Context: an optimization exercise on an open-source flow, tuned for small area and a short achievable clock period. The choices shown serve that exercise and are no tape-out recipe.
Function was not checked in any run shown here: the RTL went through the layout flow alone.
Power figures rest on the tool's default switching activity, not on a simulated workload.

==> flow/design.v, too long to show whole: its modules and the start of the top module <==
// module median_filter: 1542 lines
// module median_fa: 10 lines
// module median_ha: 9 lines
module median_filter (
	input  logic        clk,
	input  logic        rst,
	input  logic        i_clken,
	input  logic        i_mode,
	input  logic [39:0] i_column,
	output logic [7:0]  o_median,
	output logic        o_valid
);
  // ...
==> flow/flow/run.sh <==
#!/bin/bash
# standard layout, with setup repair aiming well below the clock period
set -euo pipefail
bash standard.sh SETUP_SLACK_MARGIN=16.5 finish > standard_make.log 2>&1
==> flow/standard.sh <==
#!/bin/bash
# synth_recipe.tcl (not shown) runs the flow's synth.tcl, then flattens the netlist and writes it again
# the make line also repeats each setting of config.mk as NAME=value (left out here)
make -C /OpenROAD-flow-scripts/flow DESIGN_CONFIG=/design/flow/config.mk WORK_HOME=/design/flow/orfs CLKGATE_MAP_FILE= SYNTH_SCRIPT=/design/flow/synth_recipe.tcl "${@:-finish}"
==> flow/config.mk <==
export PLATFORM = sky130hd
export DESIGN_NAME = median_filter
export DESIGN_NICKNAME = median_filter
export VERILOG_FILES = /design/flow/design.v
export SDC_FILE = /design/flow/constraint.sdc
export NUM_CORES = 4
export LEC_CHECK = 0
export CAP_MARGIN = 20
export CORE_MARGIN = 2
export CORE_UTILIZATION = 40
export CTS_CLUSTER_DIAMETER = 100
export CTS_CLUSTER_SIZE = 30
export SLEW_MARGIN = 20
export SYNTH_HIERARCHICAL = 1
export SYNTH_MINIMUM_KEEP_SIZE = 0
==> flow/constraint.sdc <==
create_clock -name core_clock -period 22.0 [get_ports {clk}]
set_input_delay 4.4000 -clock core_clock [delete_from_list [all_inputs] [get_ports {clk}]]
set_output_delay 4.4000 -clock core_clock [all_outputs]
set_load 0.01 [all_outputs]
==> results.toml, run 1 <==
[setup_path]
rrSetupSlack_ns = 16.59
r2r-start = "s1_med_q[7]"
critPathMaxFanout = 2
critPathTopFamily = "flip-flops"
setup.worst_path.start_class = "flop"
required_ns = 17.60

[clock_tree]
clk_path_buf_depth = 3
hold_buffers = 0
cts_tree = "done"
tritoncts.num_buffers = 21

[power_and_ir_drop]
p_comb_mw = 1.84
p_int_mw = 2.13
seq_power_mw = 1.15
p_clk_frac = 0.137
p_sw_mw = 1.33

[die]
die-area_sq_um = 59600
initial_utilization = 0.402
taps = 765

[global_routing]
top_usage_layer = "met2"
grt_antenna_before_repair = 0

[yosys]
ys.flop_type = "edfxtp_1"
synth_top_family_by_area = "adder cells"
ys_top_cells_by_area = "edfxtp_1 (54%), fa_1 (24%), xnor2_1 (5.7%)"
synth_top_cell_by_area = "edfxtp_1"
ys_ff_latch = 430

[run_status]
status = "timing/DRC/antenna clean"

[final_layout]
largest_reg_flops = 290
nFillCells = 4958
largestRegisters = "h (290), res (48)"
instances_no_fill = 2345
multi_input_area_share = 0.403
nNonClkBuffers = 105

[timing]
report.final.setup_viol = 0

[route]
maxUsedRoutingLayer = "met4"
==> run 2: changes to the inputs <==
--- a/flow/design.v
+++ b/flow/design.v
@@ -5,20 +5,40 @@
 	input  logic        i_clken,
 	input  logic        i_mode,
 	input  logic [39:0] i_column,
 	output logic [7:0]  o_median,
 	output logic        o_valid
 );
 	logic [7:0][39:0] h;
 	logic [1:0] mode_q;
+	logic step;
+	always_ff @(posedge clk or negedge rst) begin
+		if (!rst) begin
+			step <= 1'b0;
+		end else begin
+			step <= i_clken;
+		end
+	end
+	logic [39:0] h_new;
+	logic [7:1][39:0] h_old;
+	logic mode_new;
+	logic mode_old;
+	assign h = {h_old, h_new};
+	assign mode_q = {mode_old, mode_new};
 	always_ff @(posedge clk) begin
 		if (i_clken) begin
-			h <= {h[6:0], i_column};
-			mode_q <= {mode_q[0], i_mode};
+			h_new <= i_column;
+			mode_new <= i_mode;
+		end
+	end
+	always_ff @(posedge clk) begin
+		if (step) begin
+			h_old <= h[6:0];
+			mode_old <= mode_new;
 		end
 	end
 	logic [24:0] s1_alive;
 	logic [4:0] s1_q;
 	assign s1_alive[0] = mode_q[0];
 	assign s1_alive[1] = mode_q[0];
 	assign s1_alive[2] = mode_q[0];
 	assign s1_alive[3] = mode_q[0];
@@ -385,17 +405,17 @@
 			2'd2: s1_q_d = s1_e2[4:0];
 			2'd3: s1_q_d = s1_e3[4:0];
 			default: s1_q_d = s1_q;
 		endcase
 	end
 	logic [4:0] s1_q_q;
 	logic [7:6] s1_med_q;
 	always_ff @(posedge clk) begin
-		if (i_clken) begin
+		if (step) begin
 			s1_q_q <= s1_q_d;
 			s1_med_q <= s1_v;
 		end
 	end
 	logic [24:0] s2_alive;
 	logic [4:0] s2_q;
 	assign s2_alive[0] = mode_q[1] & (h[5][7:6] == s1_med_q[7:6]);
 	assign s2_alive[1] = mode_q[1] & (h[4][7:6] == s1_med_q[7:6]);
@@ -765,17 +785,17 @@
 			2'd3: s2_q_d = s2_e3[4:0];
 			default: s2_q_d = s2_q;
 		endcase
 	end
 	logic [4:0] s2_q_q;
 	logic [7:4] s2_med_q;
 	logic [24:0] s2_alive_q;
 	always_ff @(posedge clk) begin
-		if (i_clken) begin
+		if (step) begin
 			s2_q_q <= s2_q_d;
 			s2_med_q <= {s1_med_q, s2_v};
 			s2_alive_q <= s2_alive;
 		end
 	end
 	logic [24:0] s3_alive;
 	logic [4:0] s3_q;
 	assign s3_alive[0] = s2_alive_q[0] & (h[6][5:4] == s2_med_q[5:4]);
@@ -1146,17 +1166,17 @@
 			2'd3: s3_q_d = s3_e3[4:0];
 			default: s3_q_d = s3_q;
 		endcase
 	end
 	logic [4:0] s3_q_q;
 	logic [7:2] s3_med_q;
 	logic [24:0] s3_alive_q;
 	always_ff @(posedge clk) begin
-		if (i_clken) begin
+		if (step) begin
 			s3_q_q <= s3_q_d;
 			s3_med_q <= {s2_med_q, s3_v};
 			s3_alive_q <= s3_alive;
 		end
 	end
 	logic [24:0] s4_alive;
 	logic [4:0] s4_q;
 	assign s4_alive[0] = s3_alive_q[0] & (h[7][3:2] == s3_med_q[3:2]);
@@ -1514,34 +1534,34 @@
 	assign s4_e3 = {s4_c3_w54, s4_c3_w53, s4_c3_w51, s4_c3_w47, s4_c3_w39, s4_c3_w25};
 	logic [3:1] s4_t;
 	assign s4_t[1] = !s4_e1[5];
 	assign s4_t[2] = !s4_e2[5];
 	assign s4_t[3] = !s4_e3[5];
 	logic [1:0] s4_v;
 	assign s4_v[0] = (s4_t[1] & !s4_t[2]) | s4_t[3];
 	assign s4_v[1] = s4_t[2];
-	logic [5:0][7:0] res;
+	logic [6:0][7:0] res;
 	always_ff @(posedge clk) begin
-		if (i_clken) begin
-			res <= {res[4:0], {s3_med_q, s4_v}};
+		if (step) begin
+			res <= {res[5:0], {s3_med_q, s4_v}};
 		end
 	end
 	logic [3:0] fill;
 	always_ff @(posedge clk or negedge rst) begin
 		if (!rst) begin
 			fill <= 4'd0;
 			o_valid <= 1'b0;
 			o_median <= 8'd0;
 		end else if (i_clken) begin
 			if (fill != 4'd14) begin
 				fill <= fill + 4'd1;
 			end else begin
 				o_valid <= 1'b1;
-				o_median <= res[5];
+				o_median <= step ? res[5] : res[6];
 			end
 		end
 	end
 endmodule
 module median_fa (
 	input  logic a,
 	input  logic b,
 	input  logic c,
==> flow/config.mk (replaced) <==
export PLATFORM = sky130hd
export DESIGN_NAME = median_filter
export DESIGN_NICKNAME = median_filter
export VERILOG_FILES = /design/flow/design.v
export SDC_FILE = /design/flow/constraint.sdc
export NUM_CORES = 4
export LEC_CHECK = 0
export CAP_MARGIN = 20
export CORE_MARGIN = 2
export CORE_UTILIZATION = 40
export SLEW_MARGIN = 20
export SYNTH_HIERARCHICAL = 1
export SYNTH_MINIMUM_KEEP_SIZE = 0
==> run 2 against run 1 <==
Against the previous run: synthesized cell count up 1.9%; global-route usage up 0.93 points; sequential power up 4%; sequential share of layout area down 1.4 points; clock skew down 0.010 ns; worst hold slack better by 0.0075 ns; non-clock buffer count up 5; design area up 5.1%; utilization up 2.0 points; final cell count up 3.6%; via count up 5.9%; critical path type unchanged; critical endpoint unchanged; largest cell class unchanged.
==> results.toml, run 2 <==
[die]
die-area_sq_um = 60600
die_h_um = 246
initial_utilization = 0.406
io_pins = 53
coreArea_sq_um = 57800
die_x_um = 246
row_count = 88

[yosys]
ys_seq_area_frac = 0.559
ys_ff_latch = 439
ys_top_cells_by_area = "edfxtp_1 (54%), fa_1 (24%), xnor2_1 (5.6%)"
synth_edf_count = 425
synth.most_common_cell = "edfxtp_1"
synth_cells = 1496
synthArstFlopShare = 0.0319
synth_top_cell_by_area = "edfxtp_1"
synth_commonest_cells = "edfxtp_1 (425), fa_1 (276), xnor2_1 (151)"
ys_warn_count = 7
netlist.area_leader.share = 0.544
synthesis.area_sq_um = 23400
synth_nets = 1861
synth_cell_type_count = 35
postSynthAreaPerCell_sq_um = 15.7
ys.flop_type = "edfxtp_1"

[route]
wl_um = 48500
routedWlPerCell_um = 19.9
ant_nets = 0
drt_iter0_markers = 761
drc_errors = 0
dr_total_vias = 12200
viasPerCell = 5.00
drtPass1Iterations = 5

[setup_path]
rrSetupSlack_ns = 16.58
ff2ff_path_depth = 17
crit_path_max_incr_delay_ns = 0.39
cp_num_buf_inv = 1
required_ns = 17.60
critPathMaxFanout = 2
cp_slowest_cell = "dfrtp_1"
setup.worst_path.start_class = "flop"
cp-end-kind = "output pin"
r2r-start = "s1_med_q[6]"
crit_arrival_ns = 1.12
critPathCapture = "o_median[0]"
crit_type = "reg -> out"
cp.depth = 1
r2r_end = "s2_q_q[0]"
critPathLaunch = "o_median[0]"
crit_chain = "buf_2"
critPathTopFamily = "flip-flops"

[final_layout]
drive_gt1_frac = 0.210
largestRegisters = "h_old (250), res (56), h_new (40)"
largest-register = "h_old"
nFillCells = 4926
largest_reg_flops = 250
area_delta_synth_final_pct = 19.7
final_cell_mix = "edfxtp_1 (425), fa_1 (240), xnor2_1 (122)"
layout.nets = 1992
layout_commonest_cell = "edfxtp_1"
antenna_cells = 0

[hold_path]
hold_class = "reg -> reg"
hold_depth = 0

[run_status]
status = "timing/DRC/antenna clean"

[clock_tree]
path_clk_slew_ns = 0.06
clk_path_buf_depth = 3
tritoncts.num_buffers = 50
h-tree-depth = 2
cts_tree = "done"
clock-sinks = 439
cts_root_buffer = "clkbuf_16"
clock_latency_ns = 0.59
hold_buffers = 0

[timing]
slew_viol_final = 0
tightest_slew_ns = 1.04
finalHoldViolations = 0
period_minus_slack_ns = 5.52
fmax_ghz = 0.181
report.final.setup_viol = 0
rsz0062_at_grt = "true"
period_share = 0.251
relSlewSlack = 0.307
fin_setup_tns_ns = 0
whs_ns = 0.410
clock_skew_ns = 0.0205

[placed_design]
dp_hpwl_um = 34500
gp_congestion = 0.885
io_buffer_count = 52

[global_routing]
grtUsageTotal = 0.161
grt_antenna_before_repair = 0
grt_max_degree = 175
grt_pass1_vias = 13000
grt.overflow.total = 0
grt_pass1_wl_um = 74500

[power_and_ir_drop]
irDropWorstVdd_mv = 0.156
finalPower_mw = 3.94
p_leak_nw = 10.9
power.density_nw_per_um2 = 140

[run]
cap_violations = 0
-- run 2: cell count changes after synthesis, sizes merged --
cell,delta
clkbuf,+2
o21ai,+8
dfrtp,+1
nand2,+8
mux2i,+8
a221oi,+1
a21oi,-1
edfxtp,+8
mux2,-8
nor2,+1
-- run 2: worst min-delay path by stage --
stage	slack [ns]	to	startpoint
2_1_floorplan	0.40	h_old[0]	h_new[0]
6_report	0.41	h_old[74]	h_old[34]
4_1_cts	0.42	res[38]	res[30]
3_5_place_dp	0.40	h_old[80]	h_old[40]
3_3_place_gp	0.40	res[19]	res[11]
5_1_grt	0.41	res[13]	res[5]
-- run 2: cells by family after synthesis --
logic type,share of synthesized area
simple gates,0.0616
xor+xnor,0.0564
compound gates,0.0329
flops,0.559
fa+ha+maj,0.260
mux,0.00768
buf+inv,0.0224
-- run 2: power breakdown --
part	internal, mW	leakage, nW	switching [mW]
combinational	0.941	5.83	1.00
sequential	1.09	4.31	0.104
clock	0.469	0.744	0.327
total	2.50	10.9	1.43
-- run 2: modules after synthesis (local to each module, per instance) --
module,flip-flops and latches,cell area (sq um)
median_filter,439,17500
median_ha,0,12.5
median_fa,0,20.0
-- run 2: area by class of cell --
type                       count  area [sq um]  area share
clock inverter                25           216     0.00771
tap                          765           957      0.0341
inverter                      81           309      0.0110
multi-input combinational    945         11000       0.392
sequential                   439         13100       0.467
clock buffer                  65          1330      0.0473
timing repair buffer         110          1130      0.0404
-- run 2: routing by layer --
| metal | global-route usage | vias up | wire [um] |
|---|---|---|---|
| met3 | 0.0277 | 83 | 1770 |
| li1 | - | 5511 | - |
| met1 | 0.218 | 6329 | 20400 |
| met5 | 0 | - | 0 |
| met2 | 0.271 | 237 | 25100 |
| met4 | 0.0426 | 0 | 1240 |
-- run 2: through the flow --
stage	std cells	setup slack [ns]	instance area, sq um	utilization
floorplan	1496	16.71	23400	-
global placement	2293	15.86	24800	0.429
detailed placement	2293	15.77	24800	0.429
CTS	2396	16.43	26500	0.459
global route	2430	16.41	28100	0.486
finish	2430	16.48	28100	0.486
-- run 2: repair_timing --
action / 4_1_cts / 5_1_grt
setup buffers: 13 / 30
gates cloned: 0 / 4
pin swaps: 3 / 64
gates resized for setup: 64 / 249
endpoints found under the setup margin: 31 / 21

-- what the ideal ports hide --
The flow's constraints put no driver on any port. The routed layouts listed below were extracted and timed again, unchanged, in two steps.
Step 1 assumes that a clkbuf_16 drives the clock port and a buf_2 every other input.
Step 2 moves the port delays by t, midway between the first and last clock arrival at a register: inputs arrive t later, outputs are due t later. That takes back most of the time a late clock gives input paths.
Three values: no drivers, after step 1, after step 2; two values: the first two.
| run | t (ns) | setup slack, ns | latest minus earliest clock arrival (ns) | worst data-port slew with drivers (ns) | pins driven straight from the clock port |
|---|---|---|---|---|---|
| run 1 | 0.625 | 16.501 / 16.444 / 15.972 | 0.032 / 0.032 | 0.21 | 1 |
| run 2 | 0.636 | 16.481 / 16.425 / 16.237 | 0.021 / 0.020 | 0.03 | 1 |
After both steps every run listed still meets setup and hold. For run 1, which loses most, drivers alone change the setup slack by -0.057 ns; drivers and shift together by -0.529 ns.
